Source: an optimization exercise on an open RTL-to-GDS flow (aim: small area, a short achievable clock period and few clock cycles per item). Production flows keep margins and buffers that such runs may drop. The RTL was checked by simulation tests, not by an equivalence proof against the original design. Power figures rest on the tool's default switching activity, not on a simulated workload.

Setup of v26:
## pi_speed_controller_with_position_core
module pi_speed_controller_with_position_core #(
    parameter int GEAR_MODULUS   = pisc_pkg::GEAR_MODULUS_DEF,
    parameter int INTEGRAL_LIMIT = pisc_pkg::INTEGRAL_LIMIT_DEF
) (
    input  logic                          i_clk,
    input  logic                          i_rst_n,
    input  logic                          i_s_tvalid,
    output logic                          o_s_tready,
    input  logic [pisc_pkg::IN_W-1:0]     i_s_tdata,
    output logic                          o_m_tvalid,
    input  logic                          i_m_tready,
    output logic [pisc_pkg::OUT_W-1:0]    o_m_tdata,
    input  logic                          psel,
    input  logic                          penable,
    input  logic                          pwrite,
    input  logic [pisc_pkg::APB_AW-1:0]   paddr,
    input  logic [pisc_pkg::APB_DW-1:0]   pwdata,
    output logic [pisc_pkg::APB_DW-1:0]   prdata,
    output logic                          pready
);
Size in the first run: about 250 I/O pins.
export LEC_CHECK = 0
export CAP_MARGIN = 10
export CORE_MARGIN = 2
export CORE_UTILIZATION = 60
export CTS_BUF_LIST = sky130_fd_sc_hd__clkbuf_16
export CTS_CLUSTER_DIAMETER = 80
export CTS_CLUSTER_SIZE = 20
export SETUP_SLACK_MARGIN = 5.0
export SLEW_MARGIN = 10
export TNS_END_PERCENT = 5
create_clock -name core_clock -period 10.0 [get_ports {i_clk}]
standard.sh (not shown) runs the stock make flow with config.mk's settings and CLKGATE_MAP_FILE= SYNTH_SCRIPT=/design/flow/synth_recipe.tcl, a recipe that flattens the netlist after the stock synthesis.
==> flow/flow/run.sh <==
#!/bin/bash
# The standard layout, with plain buf_1 cells as the port buffers (the
# standard flow's buffer_ports picks a slow delay cell for them).
set -euo pipefail
export BUFFER_PORTS_ARGS="-buffer_cell sky130_fd_sc_hd__buf_1"
bash standard.sh > standard.log 2>&1
Testbench counts of v26, summed over its fixed seeds: cycles 2,080, items 2,048.
Setup changes, v26 to v18
--- a/flow/flow/run.sh
+++ b/flow/flow/run.sh
@@ -3 +3,2 @@
-# standard flow's buffer_ports picks a slow delay cell for them).
+# standard flow's buffer_ports picks a slow delay cell for them) and timing
+# repair aiming 5.6 ns past the clock constraint.
@@ -5,0 +7 @@
+export SETUP_SLACK_MARGIN=5.6
--- a/flow/config.mk
+++ b/flow/config.mk
@@ -8 +8 @@
-export CAP_MARGIN = 10
+export CAP_MARGIN = 20
@@ -14,3 +14 @@
-export SETUP_SLACK_MARGIN = 5.0
-export SLEW_MARGIN = 10
-export TNS_END_PERCENT = 5
+export SLEW_MARGIN = 20
Notes after the runs:
Diff v26 -> v18 | first-pass iteration count of the detailed router | increase of 1. Diff v26 -> v18: post-cts sizing count went up, routed wire length now larger, routability congestion estimate from global placement decreased 0.026, flip-flop and latch power decreased by about 2% relative to the old numbers. Compared with v26, v18 shows a higher met3 routing resource usage after global routing. Total power delta for v18 relative to v26: 0.82 mW higher. Higher final non-filler cell area among v18 and v26: v18. From v26 to v18 the numbers moved as follows: number of standard cells in the layout, taps in and fillers out now sits higher, die area neither gained nor lost much, final setup slack of the worst path down 14 ps.
Relative to v18, the following input files were edited for v57:
--- a/flow/flow/run.sh
+++ b/flow/flow/run.sh
@@ -3,2 +3 @@
-# standard flow's buffer_ports picks a slow delay cell for them) and timing
-# repair aiming 5.6 ns past the clock constraint.
+# standard flow's buffer_ports picks a slow delay cell for them).
@@ -7 +5,0 @@
-export SETUP_SLACK_MARGIN=5.6
--- a/flow/config.mk
+++ b/flow/config.mk
@@ -8 +8 @@
-export CAP_MARGIN = 20
+export CAP_MARGIN = 5
@@ -14 +14,3 @@
-export SLEW_MARGIN = 20
+export SETUP_SLACK_MARGIN = 5.0
+export SLEW_MARGIN = 5
+export TNS_END_PERCENT = 0
Compared with v18, v57 instantiates a smaller number of standard cells. Combined global-route utilization of all metal layers for v57 is lower than for v18. paddr[2] as the launch point of the worst path was reported by v57, and r_err2[16] by v18. Relative to v18, the relative contribution of the clock network to total power of v57 is higher by 0.7 points. Summary of v57 over v18: met3 wire length decreased about 30%; maximum number of pins on one net before global-route repair has increased; synthesis-to-layout area growth -9.4 points; combinational power share decreased 4.0 points. Utilization v18 -> v57: down. Delta (v57 minus v18): total leakage power went down, final wirelength went down.
Here is what was changed in the inputs of v24 compared with v57.
--- a/flow/config.mk
+++ b/flow/config.mk
@@ -8 +8 @@
-export CAP_MARGIN = 5
+export CAP_MARGIN = 20
@@ -10 +10 @@
-export CORE_UTILIZATION = 60
+export CORE_UTILIZATION = 65
@@ -13,0 +14 @@
+export PLACE_DENSITY = 0.7
@@ -15,2 +16,2 @@
-export SLEW_MARGIN = 5
-export TNS_END_PERCENT = 0
+export SLEW_MARGIN = 20
+export TNS_END_PERCENT = 20
==> comparison <==
Of v57 and v24, the lower maximum frequency from static timing analysis belongs to v57.
Worst hold margin in v24 is 6.6 ps below v57.
v24 gives less die outline width than v57 did.
v24: met1 track demand over resource in global routing higher than v57
Between v57 and v24, the internal power of the cells is lower for v24.
Worst max-slew margin expressed relative to the limit was lower in v57 than in v24.
Cell area | v24 vs v57 | v24 smaller
Looking at library cell contributing the largest single delay on the critical path, the sky130_fd_sc_hd__or4_1 result is from v24; the sky130_fd_sc_hd__mux2i_1 one comes from v57.
r_btwo3[2] as the end of the critical path was reported by v24, and prdata[7] by v57.
v57 -> v24: clock power share flat
diff inputs: v24 => v39
--- a/flow/config.mk
+++ b/flow/config.mk
@@ -10 +10 @@
-export CORE_UTILIZATION = 65
+export CORE_UTILIZATION = 60
@@ -14 +13,0 @@
-export PLACE_DENSITY = 0.7
@@ -17 +15,0 @@
-export TNS_END_PERCENT = 20
==> comparison <==
Comparing v24 with v39, the met3 global-route usage came out essentially unchanged.
No run among v39 and v24 stopped early or left any final violation; all are clean.
v39 ended up with in -> out as its startpoint-to-endpoint class of the critical path; v24 ended up with reg -> reg.
[compare] base=v24 new=v39: number of core rows has increased, critical path depth now sits lower, worst slack at placement down 25 ps, post-route fraction of the period consumed by the critical path down 0.32 points.
v39: data arrival at the endpoint of the critical path lower than v24

-- what the ideal ports hide --
In the flow no input, the clock included, has a driving cell. The finished layouts below were timed again as built, in two steps. Step 1 assumes that a clkbuf_16 drives the clock port and a buf_2 every other input. Step 2 adds t to the input delays and takes it off the output delays; t is the mean of the earliest and latest rising clock arrival at the registers after step 1. Input paths then give back, and output paths get back, about the clock's delay inside the block. a / b / c = no drivers / after step 1 / after step 2; a / b = the first two.
| run | shift t [ns] | setup slack, ns | worst setup path at the end |
|---|---|---|---|
| v26 | 0.635 | 5.066 / 5.041 / 4.761 | input to register |
| v18 | 0.669 | 5.052 / 5.052 / 5.052 | register to register |
| v57 | 0.635 | 5.025 / 4.991 / 4.674 | input to register |
| v24 | 0.627 | 5.054 / 5.045 / 4.729 | input to register |
| v39 | 0.621 | 5.086 / 5.061 / 4.782 | input to register |
After both steps every run listed still meets setup and hold. The setup slack of v57, which loses most, moves by -0.034 ns with the drivers and by -0.351 ns with both steps.
